Background: an optimization exercise with open tools, aiming at small area, a short achievable clock period and few clock cycles per item. Do not read the settings as production practice. RTL that was checked went through simulation tests only; none was proved equivalent to the original. The RTL of run 4 was laid out without a check of its function. No activity file was given, so power comes from the tool's default toggle rates.

==> design/flow/design.v <==
`default_nettype none
package bls_pkg;
    localparam int WIN_W      = 13;
    localparam int PITCH_W    = 16;
    localparam int BPP_W      = 4;
    localparam int COLOR_W    = 32;
    localparam int OFFSET_W   = 32;
    localparam int CFG_IDX_W  = 3;
    localparam int CFG_DATA_W = 32;
    typedef enum logic [CFG_IDX_W-1:0] {
        CFG_WIN_WIDTH     = 3'd0,
        CFG_WIN_HEIGHT    = 3'd1,
        CFG_ROW_PITCH     = 3'd2,
        CFG_BYTES_PER_PIX = 3'd3,
        CFG_DEFAULT_COLOR = 3'd4
    } cfg_reg_t;
    typedef enum logic {
        REQ_START = 1'b0,
        REQ_STEP  = 1'b1
    } req_type_t;
    localparam logic [WIN_W-1:0]   WIN_WIDTH_RST     = 13'd1920;
    localparam logic [WIN_W-1:0]   WIN_HEIGHT_RST    = 13'd1080;
    localparam logic [PITCH_W-1:0] ROW_PITCH_RST     = 16'd7680;
    localparam logic [BPP_W-1:0]   BYTES_PER_PIX_RST = 4'd4;
    localparam logic [COLOR_W-1:0] DEFAULT_COLOR_RST = 32'h00FF_FFFF;
endpackage
`default_nettype wire
`default_nettype none
import bls_pkg::*;
module bresenham_line_stepper_top (
    input  wire logic                            aclk,
    input  wire logic                            aresetn,
    input  wire logic                            cfg_wr_en,
    input  wire logic [bls_pkg::CFG_IDX_W-1:0]   cfg_index,
    input  wire logic [bls_pkg::CFG_DATA_W-1:0]  cfg_wdata,
    input  wire logic                            s_tvalid,
    output logic                                 s_tready,
    input  wire logic [103:0]                    s_tdata,
    input  wire logic                            s_tuser,
    output logic                                 m_tvalid,
    input  wire logic                            m_tready,
    output logic [103:0]                         m_tdata,
    output logic                                 m_tuser,
    output logic                                 m_tlast
);
    localparam int LW = 29;             
    logic [WIN_W-1:0]   win_width_reg;
    logic [WIN_W-1:0]   win_height_reg;
    logic [PITCH_W-1:0] row_pitch_reg;
    logic [BPP_W-1:0]   bpp_reg;
    logic [COLOR_W-1:0] default_color_reg;
    always_ff @(posedge aclk) begin
        if (!aresetn) begin
            win_width_reg     <= WIN_WIDTH_RST;
            win_height_reg    <= WIN_HEIGHT_RST;
            row_pitch_reg     <= ROW_PITCH_RST;
            bpp_reg           <= BYTES_PER_PIX_RST;
            default_color_reg <= DEFAULT_COLOR_RST;
        end else if (cfg_wr_en) begin
            case (cfg_index)
                CFG_WIN_WIDTH:     win_width_reg     <= cfg_wdata[WIN_W-1:0];
                CFG_WIN_HEIGHT:    win_height_reg    <= cfg_wdata[WIN_W-1:0];
                CFG_ROW_PITCH:     row_pitch_reg     <= cfg_wdata[PITCH_W-1:0];
                CFG_BYTES_PER_PIX: bpp_reg           <= cfg_wdata[BPP_W-1:0];
                CFG_DEFAULT_COLOR: default_color_reg <= cfg_wdata[COLOR_W-1:0];
                default: ;
            endcase
        end
    end
    function automatic logic [28:0] sk_add(input logic [28:0] a, input logic [28:0] b);
        logic [28:0] g, p, p0;
        int j;
        g  = a & b;
        p  = a ^ b;
        p0 = p;
        for (int l = 0; l < 5; l++)
            for (int i = 0; i < 29; i++)
                if (i[l]) begin
                    j = (i & ~((2 << l) - 1)) + (1 << l) - 1;
                    g[i] = g[i] | (p[i] & g[j]);
                    p[i] = p[i] & p[j];
                end
        sk_add = p0 ^ {g[27:0], 1'b0};
    endfunction
    logic               vld_reg, busy_reg, stp_reg, act_reg, pix_reg, last_reg, win_reg;
    logic               b0_reg, b1_reg, b2_reg;    
    logic               prep_reg;                  
    logic [1:0]         it_reg;                    
    logic [15:0]        x_reg, y_reg;
    logic [COLOR_W-1:0] col_reg;
    logic [15:0]        dx_reg, dy_reg;    
    logic               sxn_reg, syn_reg;
    logic [18:0]        f1_reg, f2_reg;
    logic [15:0]        cnt_reg;
    logic [LW-1:0]      lin_reg;
    logic [2:0]         syh_reg, syl_reg;
    logic [6:0]         xcm_reg;
    logic               xcn_reg;
    logic [15:0]        in_sx, in_sy, in_ex, in_ey;
    logic [COLOR_W-1:0] in_color;
    logic               in_use_default;
    assign in_sx          = s_tdata[15:0];
    assign in_sy          = s_tdata[31:16];
    assign in_ex          = s_tdata[47:32];
    assign in_ey          = s_tdata[63:48];
    assign in_color       = s_tdata[95:64];
    assign in_use_default = s_tdata[96];
    logic accept, start, step, idle_step, recalc, load;
    assign s_tready  = !busy_reg && (!vld_reg || m_tready);
    assign accept    = s_tvalid && s_tready;
    assign start     = accept && (s_tuser == REQ_START);
    assign step      = accept && (s_tuser == REQ_STEP) && act_reg;
    assign idle_step = accept && (s_tuser == REQ_STEP) && !act_reg;
    assign recalc    = cfg_wr_en && act_reg && (cfg_index[2:1] == 2'b01);
    assign load      = start || recalc;
    logic it_last, s_diff, s_abs, s_init;
    assign it_last = busy_reg && (it_reg == 2'd3);
    assign s_diff  = busy_reg && stp_reg && b0_reg;
    assign s_abs   = busy_reg && stp_reg && b1_reg;
    assign s_init  = busy_reg && stp_reg && b2_reg;
    logic mv_x, mv_y;
    assign mv_x = !f1_reg[18];
    assign mv_y = f2_reg[18];
    logic [18:0] dx2, dy2, f1_base, f2_base, f1_a, f2_a, f1_b, f2_b;
    logic [18:0] f1_s, f1_c, f2_s, f2_c, f1_new, f2_new;
    logic        f1_neg, f2_neg;
    assign dx2    = {2'b00, dx_reg, 1'b0};
    assign dy2    = {2'b00, dy_reg, 1'b0};
    assign f1_neg = f1_reg[18];
    assign f2_neg = f2_reg[18];
    always_comb begin
        if (s_diff) begin
            f1_base = {{3{dx_reg[15]}}, dx_reg};
            f1_a    = 19'd0;
            f1_b    = ~{{3{x_reg[15]}}, x_reg};
            f2_base = {{3{dy_reg[15]}}, dy_reg};
            f2_a    = 19'd0;
            f2_b    = ~{{3{y_reg[15]}}, y_reg};
        end else if (s_abs) begin
            f1_base = f1_reg ^ {19{f1_neg}};
            f1_a    = {18'd0, f1_neg};
            f1_b    = '1;
            f2_base = f2_reg ^ {19{f2_neg}};
            f2_a    = {18'd0, f2_neg};
            f2_b    = '1;
        end else if (s_init) begin
            f1_base = ~{3'b000, dy_reg};
            f1_a    = dx2;
            f1_b    = '1;
            f2_base = {3'b000, dx_reg};
            f2_a    = 19'd0;
            f2_b    = ~dy2;
        end else begin
            f1_base = f1_reg;
            f1_a    = mv_y ? dx2 : 19'd0;
            f1_b    = ~(mv_x ? dy2 : 19'd0);
            f2_base = f2_reg;
            f2_a    = mv_y ? dx2 : 19'd0;
            f2_b    = ~(mv_x ? dy2 : 19'd0);
        end
    end
    assign f1_s   = f1_base ^ f1_a ^ f1_b;
    assign f1_c   = {(f1_base[17:0] & f1_a[17:0]) | (f1_base[17:0] & f1_b[17:0]) |
                     (f1_a[17:0] & f1_b[17:0]), 1'b1};
    assign f2_s   = f2_base ^ f2_a ^ f2_b;
    assign f2_c   = {(f2_base[17:0] & f2_a[17:0]) | (f2_base[17:0] & f2_b[17:0]) |
                     (f2_a[17:0] & f2_b[17:0]), 1'b1};
    assign f1_new = 19'(sk_add({10'd0, f1_s}, {10'd0, f1_c}));
    assign f2_new = 19'(sk_add({10'd0, f2_s}, {10'd0, f2_c}));
    function automatic logic [15:0] step1(input logic [15:0] v, input logic neg);
        logic [15:0] t, m;
        t = v ^ {16{neg}};
        m[0] = 1'b1;
        for (int i = 1; i < 16; i++) m[i] = m[i-1] & t[i-1];
        step1 = v ^ m;
    endfunction
    logic [15:0] x_next, y_next;
    assign x_next = mv_x ? step1(x_reg, sxn_reg) : x_reg;
    assign y_next = mv_y ? step1(y_reg, syn_reg) : y_reg;
    function automatic logic inwin(input logic [15:0] x, input logic [15:0] y,
                                   input logic [12:0] w, input logic [12:0] h);
        inwin = (x[15:13] == 3'b000) && (y[15:13] == 3'b000) && (x[12:0] < w) &&
                (y[12:0] < h);
    endfunction
    logic [15:0] wcx, wcy;
    logic        win_next;
    assign wcx      = start ? in_sx : x_next;
    assign wcy      = start ? in_sy : y_next;
    assign win_next = inwin(wcx, wcy, win_width_reg, win_height_reg);
    function automatic logic [2:0] bdec(input logic [2:0] w);
        bdec = {w[2] && (w[1:0] != 2'b11), w[1] ^ w[0], (w == 3'b011) || (w == 3'b100)};
    endfunction
    function automatic logic [4:0] bwin(input logic [15:0] v, input logic [1:0] j);
        logic [16:0] ve;
        ve = {v, 1'b0};
        case (j)
            2'd0: bwin = ve[16:12];
            2'd1: bwin = ve[12:8];
            2'd2: bwin = ve[8:4];
            default: bwin = ve[4:0];
        endcase
    endfunction
    logic [3:0] bpp_next;
    logic [6:0] bm3, bm5, bm7;
    assign bpp_next = bpp_reg;
    assign bm3 = {3'b000, bpp_next} + {2'b00, bpp_next, 1'b0};
    assign bm5 = {3'b000, bpp_next} + {1'b0, bpp_next, 2'b00};
    assign bm7 = {bpp_next, 3'b000} - {3'b000, bpp_next};
    function automatic logic [7:0] xrow(input logic [4:0] w, input logic [3:0] b,
                                        input logic [6:0] m3, input logic [6:0] m5,
                                        input logic [6:0] m7);
        logic [6:0] p;
        logic [3:0] k;
        k = w[4] ? 4'd8 - ({1'b0, w[3:1]} + {3'b000, w[0]}) : {1'b0, w[3:1]} + {3'b000, w[0]};
        case (k)
            4'd1: p = {3'b000, b};
            4'd2: p = {2'b00, b, 1'b0};
            4'd3: p = m3;
            4'd4: p = {1'b0, b, 2'b00};
            4'd5: p = m5;
            4'd6: p = {m3[5:0], 1'b0};
            4'd7: p = m7;
            4'd8: p = {b, 3'b000};
            default: p = 7'd0;
        endcase
        xrow = {w[4] && (k != 4'd0), p};
    endfunction
    function automatic logic lead0(input logic [15:0] x, input logic [15:0] y);
        lead0 = (x[15:11] == {5{x[15]}}) && (y[15:11] == {5{y[15]}});
    endfunction
    logic       skip_in, skip_rg;
    logic [1:0] rj;
    logic [4:0] wy_in0, wy_in1, wy_rg, wy;
    logic [7:0] xr_in0, xr_in1, xr_rg, xr;
    assign skip_in = lead0(in_sx, in_sy);
    assign skip_rg = lead0(x_reg, y_reg);
    assign rj      = prep_reg ? it_reg : it_reg + 2'd1;
    assign wy_in0  = bwin(in_sy, 2'd0);
    assign wy_in1  = bwin(in_sy, 2'd1);
    assign wy_rg   = bwin(y_reg, rj);
    assign xr_in0  = xrow(bwin(in_sx, 2'd0), bpp_next, bm3, bm5, bm7);
    assign xr_in1  = xrow(bwin(in_sx, 2'd1), bpp_next, bm3, bm5, bm7);
    assign xr_rg   = xrow(bwin(x_reg, rj), bpp_next, bm3, bm5, bm7);
    assign wy      = start ? (skip_in ? wy_in1 : wy_in0) : wy_rg;
    assign xr      = start ? (skip_in ? xr_in1 : xr_in0) : xr_rg;
    function automatic logic [LW-1:0] prow(input logic [2:0] s, input logic [15:0] m);
        logic [16:0] mag;
        mag = s[0] ? {m, 1'b0} : s[1] ? {1'b0, m} : 17'd0;
        prow = {{12{s[2]}}, mag ^ {17{s[2]}}};
    endfunction
    logic [LW-1:0] lin_base, r_yh, r_yl, r_x, s1, c1, s2, c2, lin_next;
    logic [LW-1:0] st_p, st_b;
    logic [4:0]    bstep;
    assign bstep = sxn_reg ? -{1'b0, bpp_reg} : {1'b0, bpp_reg};
    assign st_p  = {{13{syn_reg}}, row_pitch_reg ^ {16{syn_reg}}};
    assign st_b  = {{24{bstep[4]}}, bstep};
    always_comb begin
        if (busy_reg) begin
            lin_base = b0_reg ? '0 : (lin_reg << 4);
            lin_base[2] = syh_reg[2];
            lin_base[0] = xcn_reg;
            r_yh = (prow(syh_reg, row_pitch_reg) << 2) | {28'd0, syl_reg[2]};
            r_yl = prow(syl_reg, row_pitch_reg);
            r_x  = {{22{xcn_reg}}, {xcm_reg ^ {7{xcn_reg}}}};
        end else begin
            lin_base = lin_reg;
            r_yh = {28'd0, mv_y && syn_reg};
            r_yl = st_p & {LW{mv_y}};
            r_x  = st_b & {LW{mv_x}};
        end
        s1 = lin_base ^ r_yh ^ r_yl;
        c1 = ((lin_base & r_yh) | (lin_base & r_yl) | (r_yh & r_yl)) << 1;
        s2 = s1 ^ c1 ^ r_x;
        c2 = ((s1 & c1) | (s1 & r_x) | (c1 & r_x)) << 1;
        lin_next = sk_add(s2, c2);
    end
    always_ff @(posedge aclk) begin
        if (!aresetn) begin
            vld_reg  <= 1'b0;
            busy_reg <= 1'b0;
            act_reg  <= 1'b0;
        end else begin
            if (start) begin
                vld_reg  <= 1'b0;
                busy_reg <= 1'b1;
                act_reg  <= !((in_sx == in_ex) && (in_sy == in_ey));
            end else if (step) begin
                vld_reg  <= 1'b1;
                act_reg  <= (cnt_reg != 16'd1);
            end else if (idle_step) begin
                vld_reg  <= 1'b1;
            end else if (recalc) begin
                busy_reg <= 1'b1;
            end else if (it_last) begin
                vld_reg  <= stp_reg;
                busy_reg <= 1'b0;
            end else if (m_tready) begin
                vld_reg  <= 1'b0;
            end
        end
    end
    always_ff @(posedge aclk) begin
        if (start) it_reg <= {1'b0, skip_in};
        else if (recalc) it_reg <= {1'b0, skip_rg};
        else if (busy_reg && !prep_reg) it_reg <= it_reg + 2'd1;
        prep_reg <= recalc;
        b0_reg <= start || (prep_reg && !load);
        b1_reg <= b0_reg && !load;
        b2_reg <= b1_reg && !load;
        if (start) stp_reg <= 1'b1;
        else if (recalc) stp_reg <= 1'b0;
        syh_reg <= bdec(wy[4:2]);
        syl_reg <= bdec(wy[2:0]);
        xcm_reg <= xr[6:0];
        xcn_reg <= xr[7];
    end
    always_ff @(posedge aclk) begin
        if (start) begin
            x_reg    <= in_sx;
            y_reg    <= in_sy;
            dx_reg   <= in_ex;
            dy_reg   <= in_ey;
            col_reg  <= in_use_default ? default_color_reg : in_color;
            pix_reg  <= 1'b1;
            last_reg <= (in_sx == in_ex) && (in_sy == in_ey);
            win_reg  <= win_next;
        end else if (step) begin
            x_reg    <= x_next;
            y_reg    <= y_next;
            last_reg <= (cnt_reg == 16'd1);
            win_reg  <= win_next;
        end else if (idle_step) begin
            x_reg    <= '0;
            y_reg    <= '0;
            col_reg  <= '0;
            pix_reg  <= 1'b0;
            last_reg <= 1'b0;
            win_reg  <= 1'b0;
        end
        if (s_abs) begin
            dx_reg  <= f1_new[15:0];
            dy_reg  <= f2_new[15:0];
            sxn_reg <= f1_neg;
            syn_reg <= f2_neg;
        end
        if (step || s_diff || s_abs || s_init) begin
            f1_reg <= f1_new;
            f2_reg <= f2_new;
        end
        if (s_init) cnt_reg <= (dx_reg < dy_reg) ? dy_reg : dx_reg;
        else if (step) cnt_reg <= cnt_reg - 16'd1;
        if (step || (busy_reg && !prep_reg)) lin_reg <= lin_next;
    end
    assign m_tvalid = vld_reg;
    assign m_tuser  = pix_reg;
    assign m_tlast  = last_reg;
    assign m_tdata  = {7'b0, col_reg, 3'b000, win_reg ? lin_reg : {LW{1'b0}}, win_reg,
                       y_reg, x_reg};
endmodule
`default_nettype wire
==> design/flow/flow/run.sh <==
#!/bin/bash
# The standard layout (the standard.sh), with the port buffers made from buf_1 cells
# instead of the buffer that buffer_ports picks by default. Every port still gets a buffer.
set -euo pipefail
export BUFFER_PORTS_ARGS="-buffer_cell sky130_fd_sc_hd__buf_1"
bash standard.sh > standard.log 2>&1
==> design/flow/standard.sh <==
#!/bin/bash
# synth_recipe.tcl (not shown) runs the flow's synth.tcl, then flattens the netlist and writes it again
# the make line also repeats each setting of config.mk as NAME=value (left out here)
make -C /OpenROAD-flow-scripts/flow DESIGN_CONFIG=/design/flow/config.mk WORK_HOME=/design/flow/orfs CLKGATE_MAP_FILE= SYNTH_SCRIPT=/design/flow/synth_recipe.tcl "${@:-finish}"
==> design/flow/config.mk <==
export PLATFORM = sky130hd
export DESIGN_NAME = bresenham_line_stepper_top
export DESIGN_NICKNAME = bresenham_line_stepper_top
export VERILOG_FILES = /design/flow/design.v
export SDC_FILE = /design/flow/constraint.sdc
export NUM_CORES = 4
export LEC_CHECK = 0
export CAP_MARGIN = 20
export CORE_MARGIN = 2
export CORE_UTILIZATION = 40
export CTS_BUF_LIST = sky130_fd_sc_hd__clkbuf_16
export CTS_CLUSTER_DIAMETER = 80
export CTS_CLUSTER_SIZE = 40
export GPL_ROUTABILITY_DRIVEN = 0
export SETUP_SLACK_MARGIN = 3.75
export SLEW_MARGIN = 20
==> design/flow/constraint.sdc <==
create_clock -name core_clock -period 8.5 [get_ports {aclk}]
set_input_delay 1.7000 -clock core_clock [delete_from_list [all_inputs] [get_ports {aclk}]]
set_output_delay 1.7000 -clock core_clock [all_outputs]
set_load 0.01 [all_outputs]
==> metrics.csv, run 1 <==
metric,value,unit
outcome,timing/DRC/antenna clean,
htree_levels,1,
cts_made_buffers,25,
timing_worst_setup_path_type,reg -> reg,
port_buffers,235,
critPathTopFamily,compound AO/OA/AOI/OAI gates,
netSwitchingPower,3620,uW
path_clk_slew,0.10,ns
clock_path_buffers,3,
fin_util,46.7,%
p_leak,0.0109,uW
ios,253,
routed_wl,84000,um
synthCells,2732,
grt_max_degree,82,
ys_seq_elements,286,
coreArea,58900,um^2
seqPwrFrac,27.3,%
drtPass1Iterations,6,
synthFlopType,edfxtp_1,
fin_tns_setup,0,ns
initial_core_util,40.4,%
worstPathRequired,8.86,ns
maxSlewViolCount,0,
clock-sinks,286,
insertion_delay,0.60,ns
grt_pass1_vias,20900,
powerDensity,297,nW/um^2
vias,21700,
cp-end-kind,register,
comb_power_share,56.2,%
finClkSkew,0.0254,ns
num_rows,89,
dp_hpwl,59600,um
syn-cell-area,23800,um^2
synth_async_sr_flop_share,0,%
cp.arrival,5.11,ns
ir_drop,0.172,mV
overflow,0,
syn_area_per_cell,8.72,um^2
path_max_fanout,7,
fillers,5551,
syn_to_final_growth,15.5,%
synth_edf_count,184,
start_kind,register,
synth_seq_area_share,31.8,%
p_int,4550,uW
slowest_delay,0.53,ns
crit_chain,buf_12 -> and3_4 -> buf_12 -> nor4_4 -> buf_4 -> a22oi_2 -> fa_1 -> fa_2 -> a21o_1 -> a311o_1 -> o311ai_2 -> a311oi_2 -> o21ai_2 -> buf_4 -> buf_6 -> buf_6 -> buf_6 -> buf_6 -> buf_6 -> a21oi_4 -> mux2_4,
drt_iter0_markers,2147,
wl_per_cell,22.5,um
vias_per_cell,5.81,
rsz0062_at_grt,yes,
slowest_stage,fa_1,
crit_buf_inv,9,
cap_violations,0,
die_w,248,um
drc,0,
dieArea,61500,um^2
fin_crit_sh,56.0,%
hp-class,reg -> reg,
dieHeight,248,um
grt_use_total,26.8,%
drtAntennaViolNets,0,
cts_tree,built,
pwr-share-clk,16.4,%
yosysWarningCount,1,
grt_pass1_wl,126000,um
layout_min_cycle_time,4.76,ns
crit_path_frequent_cell,buf_6,
worstMarginPinSlew,1.09,ns
regArea,7600,um^2
hold_viol,0,
final_nets,3320,
ctsRootBufferMaster,clkbuf_16,
max_slew_margin,27.1,%
antenna_found_initial,9,
synth_cell_types,86,
finalSetupViolations,0,
drive_gt1_share,9.86,%
fmax,0.210,GHz
multi_input_area,15300,um^2
power.share.switching,44.3,%
==> worst reg2reg max path, cell delays in order, from the launching register on <==
cell      delay (ns)
dfxtp_4         0.39
buf_12          0.16
and3_4          0.16
buf_12          0.13
nor4_4          0.24
buf_4           0.18
a22oi_2         0.07
fa_1            0.53
fa_2            0.41
a21o_1          0.20
a311o_1         0.42
o311ai_2        0.29
a311oi_2        0.19
o21ai_2         0.24
buf_4           0.16
buf_6           0.08
buf_6           0.08
buf_6           0.09
buf_6           0.10
buf_6           0.09
a21oi_4         0.05
mux2_4          0.25
==> power by group through the flow <==
stage	clock network [uW]	logic [uW]	registers [uW]
2_1_floorplan	0	3290	2070
3_3_place_gp	0	4040	2240
3_5_place_dp	0	4160	2240
4_1_cts	1370	4380	2210
5_1_grt	1410	5090	2260
6_report	1340	4590	2230
==> layer usage <==
layer | track usage (%) | wire [um] | vias to the layer above
met5 | 0 | 100 | -
met4 | 12.2 | 4280 | 16
met3 | 5.25 | 7580 | 243
met2 | 42.6 | 37800 | 1071
met1 | 35.3 | 34200 | 10500
li1 | - | - | 9926
==> path summary, 6_finish.rpt <==
kind	from	endpoint	slack, ns	depth (start not counted)
setup / recovery	busy_reg	dx_reg[15]	3.74	21
hold / removal	default_color_reg[25]	default_color_reg[25]	0.47	2
setup reg to reg	busy_reg	dx_reg[15]	3.74	21
hold reg to reg	default_color_reg[25]	default_color_reg[25]	0.47	2
==> synthesized netlist by cell type, types with 20 or more instances <==
master | number | area (um^2)
nand2_1 | 456 | 1710
edfxtp_1 | 184 | 5530
inv_1 | 179 | 672
nor2_1 | 179 | 672
o21ai_0 | 146 | 731
clkbuf_1 | 145 | 544
ha_1 | 130 | 1630
xnor2_1 | 117 | 1020
a21oi_1 | 113 | 566
fa_1 | 104 | 2080
dfxtp_1 | 102 | 2040
xor2_1 | 93 | 815
a22oi_1 | 77 | 578
nand3_1 | 75 | 375
and2_1 | 73 | 457
mux2i_1 | 55 | 551
a21boi_0 | 49 | 368
o211ai_1 | 43 | 323
nor3_1 | 35 | 175
a21o_1 | 30 | 225
and3_1 | 21 | 131
a211oi_1 | 20 | 150
==> repair_timing <==
action / CTS / global route
setup endpoints to repair: 88 / 26
setup buffers: 55 / 21
hold buffers: 0 / 0
pin swaps: 20 / 18
cloned: 10 / 1
gates resized for setup: 80 / 56
==> cell usage in the layout, fill, tap and decap left out, types with 89 or more instances in the layout <==
cell / synthesis / final
nor2_1: 179 / 176
buf_1: 18 / 233
inv_1: 179 / 176
dfxtp_1: 102 / 90
a21oi_1: 113 / 105
xnor2_1: 117 / 116
ha_1: 130 / 125
edfxtp_1: 184 / 184
o21ai_0: 146 / 138
fa_1: 104 / 95
xor2_1: 93 / 93
buf_4: 11 / 89
nand2_1: 456 / 453
==> metrics by stage <==
step                std cells  area, um^2  worst slack (ns)  hold slack [ns]  total power (uW)
floorplan                2741       23900              3.73            0.439              5360
global placement         3599       25300              1.84            0.452              6280
detailed placement       3600       25300              1.81            0.461              6400
CTS                      3711       27100              3.75            0.474              7960
global route             3734       27500              3.62            0.494              8760
finish                   3734       27500              3.74            0.471              8160
==> layout make-up <==
class	count	area share, %
repair inverters	2	0.118
flip-flops and latches	286	27.6
diodes	1	0.00909
clock buffers	25	2.27
clock inverters	21	1.16
well taps	773	3.51
multi-input cells	2098	55.6
inverters	182	2.62
repair buffers	346	7.10
==> cells by family (layout without fill, tap and decap cells) <==
logic type	Yosys count	count (layout)	synth area share (%)
DFF	286	286	31.8
xor gates and xnor gates	214	214	8.04
buffers and inverters	360	576	5.92
muxes	79	79	3.71
AOI/OAI and AO/OA	607	607	16.9
other	1	11	0.0157
adders and majority gates	234	234	15.6
and+or+nand+nor	951	954	18.1
Testbench counts, summed over its fixed seeds: cycles 300,770, items 279,162.
==> inputs of run 2 (changes only) <==
--- a/design/flow/config.mk
+++ b/design/flow/config.mk
@@ -11,6 +11,5 @@
 export CTS_BUF_LIST = sky130_fd_sc_hd__clkbuf_16
 export CTS_CLUSTER_DIAMETER = 80
 export CTS_CLUSTER_SIZE = 40
-export GPL_ROUTABILITY_DRIVEN = 0
 export SETUP_SLACK_MARGIN = 3.75
 export SLEW_MARGIN = 20
==> run 2 against run 1 <==
  * Critical path depth decreased by 2
  * Largest power group unchanged
  * Synthesized cell count unchanged
  * Sequential power hardly changed
  * Non-clock buffer count is 7 lower
  * Still clean on timing, DRC and antenna
  * Cell area is 0.92% lower
  * Clock skew decreased by 0.0038 ns
==> metrics.csv, run 2 <==
metric,value,unit
outcome,timing/DRC/antenna clean,
slowest_delay,0.46,ns
maxSlewViolCount,0,
crit_chain,nand3_4 -> buf_12 -> clkinv_16 -> and2_4 -> or2_4 -> buf_6 -> o211ai_1 -> o21ai_1 -> fa_1 -> fa_2 -> a21o_1 -> a311o_1 -> o311ai_4 -> a311oi_2 -> o21ai_2 -> a21boi_2 -> or2_4 -> fa_2 -> xor2_1,
synthCells,2732,
drt_iter0_markers,1929,
fin_crit_sh,55.5,%
grt_pass1_wl,127000,um
grt_use_total,27.0,%
synth_edf_count,184,
fin_hold_ws,0.468,ns
synth_async_sr_flop_share,0,%
start_kind,register,
num_rows,89,
fillers,5714,
ios,253,
final_nets,3314,
grt_pass1_vias,21000,
finClkSkew,0.0216,ns
hold_viol,0,
die_w,248,um
synth_seq_area_share,31.8,%
wl_per_cell,22.7,um
yosysWarningCount,1,
worstPathRequired,8.84,ns
synth_top_area_share,23.2,%
ys_seq_elements,286,
final_cell_mix,"453 x nand2_1, 233 x buf_1, 184 x edfxtp_1, 178 x inv_1, 177 x nor2_1",
yosysTopAreaCell,edfxtp_1,
htree_levels,1,
cp.arrival,5.06,ns
yosys-top-cells-area,"edfxtp_1 23%, fa_1 8.7%, dfxtp_1 8.6%, nand2_1 7.2%, ha_1 6.8%",
finalSetupViolations,0,
synth_cell_types,86,
dieHeight,248,um
routed_wl,84700,um
drtAntennaViolNets,0,
syn-cell-area,23800,um^2
cts_tree,built,
grt_max_degree,82,
dieArea,61500,um^2
max_slew_margin,26.8,%
insertion_delay,0.58,ns
initial_core_util,40.4,%
clock-sinks,286,
cap_violations,0,
overflow,0,
rsz0062_at_grt,yes,
cts_made_buffers,25,
synth_most_common_cell,nand2_1,
multi_input_area,15200,um^2
cp-end-kind,register,
ir_drop,0.153,mV
coreArea,58900,um^2
syn_area_per_cell,8.72,um^2
layout_min_cycle_time,4.72,ns
vias_per_cell,5.76,
gp_congestion,0.931,
dp_hpwl,60700,um
path_clk_slew,0.09,ns
drive_gt1_share,9.21,%
timing_worst_setup_path_type,reg -> reg,
worstMarginPinSlew,1.10,ns
syn_to_final_growth,14.5,%
port_buffers,235,
synthFlopType,edfxtp_1,
p_leak,0.0108,uW
slowest_stage,fa_1,
antenna_found_initial,7,
powerDensity,291,nW/um^2
regArea,7590,um^2
drtPass1Iterations,7,
synth_common_cells,"456 x nand2_1, 184 x edfxtp_1, 179 x inv_1, 179 x nor2_1, 146 x o21ai_0",
ctsRootBufferMaster,clkbuf_16,
drc,0,
path_max_fanout,8,
hp-class,reg -> reg,
vias,21500,
layout_commonest_cell,nand2_1,
power,7950,uW
fin_tns_setup,0,ns
fmax,0.212,GHz
clock_path_buffers,3,
## run 2: cell counts after synthesis
Identical to the previous run, type by type.
## run 2: where the power goes
| group | leakage, uW | switching (uW) | internal (uW) |
|---|---|---|---|
| combinational | 0.00782 | 2560 | 1920 |
| sequential | 0.00258 | 292 | 1940 |
| clock | 0.000413 | 621 | 617 |
## run 2: metrics by stage
step                util [%]  setup slack [ns]  instance area, um^2  cells
floorplan                  -              3.73                23900   2741
global placement        43.0              1.76                25300   3603
detailed placement      43.0              1.67                25300   3604
CTS                     45.7              3.71                26900   3703
global route            46.3              3.64                27300   3728
finish                  46.3              3.78                27300   3730
## run 2: cell type report
class	count	share of cell area, %
antenna	4	0.0367
clock buffer	25	2.29
clock inverter	20	0.725
inverter	182	2.65
multi-input combinational	2099	55.9
sequential	286	27.8
tap	773	3.55
timing repair buffer	339	6.87
timing repair inverter	2	0.119
## run 2: final timing paths
kind	endpoint	slack, ns	cells after the start	startpoint
worst max register to register	f2_reg[17]	3.78	19	busy_reg
worst min register to register	default_color_reg[31]	0.47	2	default_color_reg[31]
worst max-delay path	f2_reg[17]	3.78	19	busy_reg
worst min-delay path	default_color_reg[31]	0.47	2	default_color_reg[31]
## run 2: critical path, delay by kind of cell, from the launching register on
family          cells  cell delay (ns)
compound gates      8             1.65
simple gates        4             0.79
xor+xnor            1             0.15
flops               1             0.39
fa+ha+maj           3             1.17
buf+inv             3             0.32
## run 2: logic make-up (layout without fill, tap and decap cells)
logic type               Yosys count  after routing  share of synthesized area (%)
buffers and inverters            360            568                           5.92
AO/OA/AOI/OAI                    607            607                           16.9
multiplexers                      79             79                           3.71
AND/OR/NAND/NOR                  951            955                           18.1
XOR/XNOR                         214            214                           8.04
other                              1             14                         0.0157
flip-flops                       286            286                           31.8
adder cells (fa/ha/maj)          234            234                           15.6
## run 2: timing repair
action / CTS / global route
buffers inserted: 45 / 20
gates resized for setup: 74 / 44
pin swaps: 22 / 25
hold buffers: 0 / 0
gates cloned: 9 / 2
endpoints found under the setup margin: 86 / 23
## run 2: per-layer routing
metal	vias up	global-route usage (%)	part of all wire (%)
met1	10400	35.7	41
met3	199	4.64	9.0
met4	8	10.4	4.7
li1	9880	-	-
met2	984	44.2	45
met5	-	0	0.054
==> inputs of run 3 (changes only) <==
--- a/design/flow/config.mk
+++ b/design/flow/config.mk
@@ -11,5 +11,5 @@
 export CTS_BUF_LIST = sky130_fd_sc_hd__clkbuf_16
 export CTS_CLUSTER_DIAMETER = 80
 export CTS_CLUSTER_SIZE = 40
-export SETUP_SLACK_MARGIN = 3.75
+export SETUP_SLACK_MARGIN = 3.85
 export SLEW_MARGIN = 20
==> run 3 against run 2 <==
  * Still clean on timing, DRC and antenna
  * Sequential share of layout area decreased by 0.58 points
  * First-iteration DRC count is 0.47% lower
  * Final cell count increased by 0.64%
  * Combinational power increased by 6.9%
  * Wire length increased by 0.90%
  * Critical path type unchanged
  * Largest cell class unchanged
==> metrics.csv, run 3 <==
metric,value,unit
routed_wl,85500,um
final_nets,3340,
initial_core_util,40.4,%
cp-end-kind,register,
synthCells,2732,
gp_congestion,0.929,
drc,0,
hold_viol,0,
fin_crit_sh,56.9,%
p_leak,0.0111,uW
finalSetupViolations,0,
layout_min_cycle_time,4.84,ns
ios,253,
synth_common_cells,"456 x nand2_1, 184 x edfxtp_1, 179 x inv_1, 179 x nor2_1, 146 x o21ai_0",
cap_violations,0,
fin_tns_setup,0,ns
fmax,0.207,GHz
clock_path_buffers,3,
synth_edf_count,184,
fin_util,47.4,%
max_slew_margin,28.1,%
yosysWarningCount,1,
wl_per_cell,22.8,um
yosys.area_share.simple,18.1,%
syn_to_final_growth,17.1,%
clock-sinks,286,
grt_use_total,27.3,%
worstPathRequired,8.86,ns
dp_hpwl,60500,um
coreArea,58900,um^2
regToRegEndpoint,dy_reg[15],
r2r_setup_slack,3.66,ns
path_max_fanout,8,
cts_tree,built,
synth_adder_area_share,15.6,%
vias,21700,
start_kind,register,
powerDensity,297,nW/um^2
hp-class,reg -> reg,
grt_max_degree,82,
reg2reg_from,stp_reg,
drive_gt1_share,10.6,%
insertion_delay,0.59,ns
vias_per_cell,5.77,
crit_start,stp_reg,
path_clk_slew,0.10,ns
pre_cts_ws,2.08,ns
timing_worst_setup_path_type,reg -> reg,
synth_most_common_cell,nand2_1,
ys_seq_elements,286,
layout_commonest_cell,nand2_1,
setup_ws,3.66,ns
cts_made_buffers,24,
yosysTopAreaCell,edfxtp_1,
synthXorXnorAreaFrac,8.04,%
outcome,timing/DRC/antenna clean,
cp.arrival,5.19,ns
port_buffers,235,
dieHeight,248,um
dp_cells,3602,
critPathCapture,dy_reg[15],
yosys-top-cells-area,"edfxtp_1 23%, fa_1 8.7%, dfxtp_1 8.6%, nand2_1 7.2%, ha_1 6.8%",
fin_hold_ws,0.468,ns
maxSlewViolCount,0,
stdcell_count,3754,
grt_pass1_wl,128000,um
drtPass1Iterations,8,
drtAntennaViolNets,0,
die_w,248,um
synth_top_family_by_area,simple AND/OR/NAND/NOR gates,
synth_mux_area_share,3.71,%
hold_buffers,0,
htree_levels,1,
worstMarginPinSlew,1.08,ns
synthFlopType,edfxtp_1,
reg2reg_depth,24,
grt_pass1_vias,21100,
drt_iter0_markers,1920,
synth_async_sr_flop_share,0,%
ctsRootBufferMaster,clkbuf_16,
finClkSkew,0.0223,ns
antenna_found_initial,8,
overflow,0,
syn-cell-area,23800,um^2
synth_cell_types,86,
synth_seq_area_share,31.8,%
num_rows,89,
synth_top_area_share,23.2,%
dieArea,61500,um^2
syn_area_per_cell,8.72,um^2
final_cell_mix,"453 x nand2_1, 232 x buf_1, 184 x edfxtp_1, 176 x inv_1, 175 x nor2_1",
synth_compound_area_share,16.9,%
ir_drop,0.296,mV
rsz0062_at_grt,yes,
run 3: how the worst min path moves through the flow:
stage	start	to	slack, ns	depth (start not counted)
after floorplan	f2_reg[18]	syn_reg	0.44	0
after global placement	win_width_reg[3]	win_width_reg[3]	0.45	2
after detailed placement	default_color_reg[25]	default_color_reg[25]	0.46	2
after CTS	default_color_reg[25]	default_color_reg[25]	0.47	2
after global routing	win_width_reg[12]	win_width_reg[12]	0.49	2
final	default_color_reg[25]	default_color_reg[25]	0.47	2
run 3: report_power, final:
group	internal [uW]	switching [uW]	total, uW
combinational	2120	2680	4790
sequential	1940	285	2220
clock	610	658	1270
total	4670	3620	8290
run 3: per-stage QoR:
step	power [uW]	instance area, um^2
finish	8290	27900
global route	8900	27900
CTS	8020	27400
detailed placement	6430	25300
global placement	6320	25300
floorplan	5370	24000
run 3: kinds of logic after synthesis:
| kind of cell | count (synthesis) |
|---|---|
| AOI/OAI and AO/OA | 607 |
| xor gates and xnor gates | 214 |
| adders and majority gates | 234 |
| buffers and inverters | 360 |
| DFF | 286 |
| muxes | 79 |
| other | 1 |
| and+or+nand+nor | 951 |
run 3: layout make-up:
type | count | area [um^2]
Timing Repair Buffer | 369 | 2310
Sequential cell | 286 | 7610
Clock inverter | 19 | 258
Multi-Input combinational cell | 2097 | 15400
Clock buffer | 25 | 626
Antenna cell | 2 | 5.00
Tap cell | 773 | 967
Timing Repair inverter | 1 | 16.3
Inverter | 182 | 727
Fill cell | 5610 | 31000
run 3: repair_timing:
action	CTS	global route
pin swaps	33	23
gates cloned	10	0
gates resized for setup	109	49
setup endpoints to repair	78	85
buffers inserted	68	27
endpoints found under the hold margin	0	0
run 3: routing by layer:
metal,GRT usage (%),part of all wire (%),vias up
met5,0,0.092,-
met4,10.6,4.3,12
met3,6.13,9.5,221
met2,43.8,46,997
met1,35.7,41,10500
li1,-,-,9950
run 3: worst max-delay path: stages, from the launching register on:
cell and delay, ns:
dfxtp_4 0.39, nand3_4 0.09, buf_12 0.14, clkinv_16 0.07
and2_4 0.17, or2_4 0.23, buf_12 0.14, o211ai_1 0.14
o21ai_1 0.11, fa_1 0.49, fa_2 0.39, a21o_1 0.18
a311o_1 0.44, o311ai_2 0.30, a311oi_2 0.18, o21ai_2 0.19
buf_4 0.14, buf_6 0.08, buf_6 0.08, buf_6 0.08
buf_6 0.08, buf_6 0.08, buf_6 0.09, a21oi_4 0.05
mux2_4 0.26
==> inputs of run 4 (changes only) <==
--- a/design/flow/design.v
+++ b/design/flow/design.v
@@ -85,6 +85,7 @@
     logic               vld_reg, busy_reg, stp_reg, act_reg, pix_reg, last_reg, win_reg;
     logic               b0_reg, b1_reg, b2_reg;    
     logic               prep_reg;                  
+    logic               sd_reg, sa_reg, si_reg;    
     logic [1:0]         it_reg;                    
     logic [15:0]        x_reg, y_reg;
     logic [COLOR_W-1:0] col_reg;
@@ -115,9 +116,9 @@
     assign load      = start || recalc;
     logic it_last, s_diff, s_abs, s_init;
     assign it_last = busy_reg && (it_reg == 2'd3);
-    assign s_diff  = busy_reg && stp_reg && b0_reg;
-    assign s_abs   = busy_reg && stp_reg && b1_reg;
-    assign s_init  = busy_reg && stp_reg && b2_reg;
+    assign s_diff  = sd_reg;
+    assign s_abs   = sa_reg;
+    assign s_init  = si_reg;
     logic mv_x, mv_y;
     assign mv_x = !f1_reg[18];
     assign mv_y = f2_reg[18];
@@ -304,6 +305,9 @@
         else if (recalc) it_reg <= {1'b0, skip_rg};
         else if (busy_reg && !prep_reg) it_reg <= it_reg + 2'd1;
         prep_reg <= recalc;
+        sd_reg   <= start;
+        sa_reg   <= sd_reg && aresetn;
+        si_reg   <= sa_reg && aresetn;
         b0_reg <= start || (prep_reg && !load);
         b1_reg <= b0_reg && !load;
         b2_reg <= b1_reg && !load;
--- a/design/flow/config.mk
+++ b/design/flow/config.mk
@@ -11,5 +11,5 @@
 export CTS_BUF_LIST = sky130_fd_sc_hd__clkbuf_16
 export CTS_CLUSTER_DIAMETER = 80
 export CTS_CLUSTER_SIZE = 40
-export SETUP_SLACK_MARGIN = 3.85
+export SETUP_SLACK_MARGIN = 3.75
 export SLEW_MARGIN = 20
==> run 4 against run 3 <==
  * Non-clock buffer count decreased by 48
  * Total power increased by 34%
  * Worst hold slack gained 0.0051 ns
  * Clock skew is 0.032 ns higher
  * Sequential share of layout area up 0.19 points
  * Critical path type unchanged
==> metrics.csv, run 4 <==
metric,value,unit
outcome,timing/DRC/antenna clean,
gp_congestion,0.946,
ir_drop,0.207,mV
synth_cell_types,88,
synth_seq_area_share,31.2,%
finalSetupViolations,0,
multi_input_area,15700,um^2
syn_area_per_cell,8.88,um^2
grt_pass1_vias,20400,
layout_min_cycle_time,4.75,ns
drtPass1Iterations,6,
dp_hpwl,58300,um
clock_path_buffers,3,
worstPathRequired,8.80,ns
drtAntennaViolNets,0,
dp_cells,3617,
clock-sinks,287,
grt_use_total,25.2,%
overflow,0,
fin_crit_sh,55.9,%
fmax,0.211,GHz
cp.arrival,5.05,ns
gr-usage-met3,3.36,%
start_kind,register,
hold_buffers,0,
grt_pass1_wl,123000,um
hp-class,reg -> reg,
routed_wl,81800,um
die_w,251,um
drt_iter0_markers,1996,
crit_buf_inv,1,
htree_levels,1,
vias_per_cell,5.65,
synth_async_sr_flop_share,0,%
synth_edf_count,184,
insertion_delay,0.61,ns
fillers,5793,
timing_worst_setup_path_type,reg -> reg,
synth_most_common_cell,nand2_1,
crit_chain,buf_12 -> xnor2_2 -> mux2_4 -> o21ai_2 -> fa_1 -> fa_2 -> a21o_1 -> a21o_4 -> a2111oi_4 -> o31ai_4 -> o41ai_4 -> o21ai_2 -> o21a_1 -> or2_4 -> fa_2 -> xor2_1,
finClkSkew,0.0539,ns
cp-end-kind,register,
final_cell_mix,"394 x nand2_1, 232 x buf_1, 187 x nor2_1, 184 x edfxtp_1, 164 x inv_1",
cts_tree,built,
syn_to_final_growth,14.3,%
slowest_stage,edfxtp_1,
stdcell_count,3719,
yosysTopAreaCell,edfxtp_1,
yosys-top-cells-area,"edfxtp_1 23%, fa_1 8.6%, dfxtp_1 8.5%, ha_1 6.7%, nand2_1 6.1%",
path_clk_slew,0.10,ns
max_slew_margin,26.1,%
dieHeight,251,um
synthFlopType,edfxtp_1,
ys_seq_elements,287,
num_rows,90,
cap_violations,0,
fin_tns_setup,0,ns
port_buffers,235,
syn-cell-area,24300,um^2
r2r_setup_slack,3.75,ns
final_nets,3295,
met1_usage,35.3,%
maxSlewViolCount,0,
cts_made_buffers,26,
vias,21000,
top_usage_layer,met2,
wl_per_cell,22.0,um
p_leak,0.0109,uW
drive_gt1_share,9.74,%
synth_top_area_share,22.7,%
met2_usage,40.5,%
regArea,7640,um^2
initial_core_util,40.4,%
path_max_fanout,7,
layout_commonest_cell,nand2_1,
drc,0,
ios,253,
dieArea,62800,um^2
synth_common_cells,"394 x nand2_1, 188 x nor2_1, 184 x edfxtp_1",
hold_viol,0,
worstMarginPinSlew,1.11,ns
slowest_delay,0.50,ns
powerDensity,398,nW/um^2
grt_max_degree,84,
yosysWarningCount,1,
synthCells,2740,
ctsRootBufferMaster,clkbuf_16,
critPathTopFamily,compound AO/OA/AOI/OAI gates,
antenna_found_initial,5,
rsz0062_at_grt,yes,
coreArea,60200,um^2
## run 4: cells by family after synthesis
logic type / count (synthesis) / share of synthesized area, %
and+or+nand+nor: 889 / 16.8
AOI/OAI and AO/OA: 575 / 15.1
buffers and inverters: 356 / 5.72
DFF: 287 / 31.2
xor gates and xnor gates: 249 / 9.00
adders and majority gates: 234 / 15.2
muxes: 149 / 6.89
other: 1 / 0.0154
## run 4: worst paths after layout
| check | cells after the start | end | from |
|---|---|---|---|
| min | 2 | win_height_reg[1] | win_height_reg[1] |
| max reg2reg | 16 | f1_reg[17] | f1_reg[18] |
| max | 16 | f1_reg[17] | f1_reg[18] |
| min reg2reg | 2 | win_height_reg[1] | win_height_reg[1] |
## run 4: final cells by class
class,count,share of cell area (%)
diodes,1,0.00900
clock buffers,27,2.43
clock inverters,21,1.09
inverters,172,2.42
multi-input cells,2108,56.5
flip-flops and latches,287,27.5
well taps,782,3.52
repair buffers,321,6.61
## run 4: tightest hold or removal path, stage by stage, from the launching register on
cell and delay (ns):
dfxtp_1 0.32, nand2_1 0.05, a21boi_0 0.06
## run 4: power breakdown
group / internal, uW / leakage [uW] / switching (uW) / total [uW]
combinational: 3140 / 0.00785 / 4000 / 7150
sequential: 2200 / 0.00261 / 370 / 2570
clock: 643 / 0.000462 / 706 / 1350
## run 4: timing repair
action | 4_1_cts | 5_1_grt
pin swaps | 14 | 8
endpoints found under the setup margin | 59 | 26
setup buffers | 28 | 16
cloned | 6 | 2
resized for setup | 72 | 45
## run 4: metal layers
metal  vias up  share of wire (%)
li1       9799                  -
met1     10300                 43
met2       808                 46
met3       128                7.5
met4         6                3.2
met5         -              0.050
## run 4: per-stage QoR
step                      cell area (um^2)  total power, uW  setup WS, ns  util (%)  hold WS, ns
after global placement               25800             8840          2.65      42.9        0.435
after floorplan                      24500             7490          3.65         -        0.423
after CTS                            27500            10800          3.75      45.6        0.470
final                                27800            11100          3.75      46.2        0.474
after global routing                 27800            12000          3.60      46.2        0.492
after detailed placement             25800             9070          2.54      42.9        0.454

[re-timing with driven ports]
No port has a modelled driver above. Below, the same layouts with a new extraction and two added sets of constraints. Step 1 assumes that a clkbuf_16 drives the clock port and a buf_2 every other input. Step 2, shift: input delay + t, output delay - t, t = (earliest + latest rising clock arrival at the registers) / 2. This alone moves slack from input paths to output paths. Three values: no drivers, after step 1, after step 2; two values: the first two.
run	t (ns)	setup WS [ns]	worst hold slack (ns)	worst setup path at the end	pins driven straight from the clock port
run 1	0.657	3.742 / 3.742 / 3.241	0.471 / 0.471 / 0.471	input to register	1
run 2	0.623	3.778 / 3.778 / 3.372	0.468 / 0.468 / 0.468	input to register	1
run 3	0.649	3.664 / 3.664 / 3.421	0.468 / 0.468 / 0.468	input to register	1
run 4	0.634	3.751 / 3.751 / 3.416	0.474 / 0.474 / 0.474	input to register	1
After both steps setup and hold are still met in every run listed. The setup slack of run 1, which loses most, moves by 0.000 ns with the drivers and by -0.501 ns with both steps.
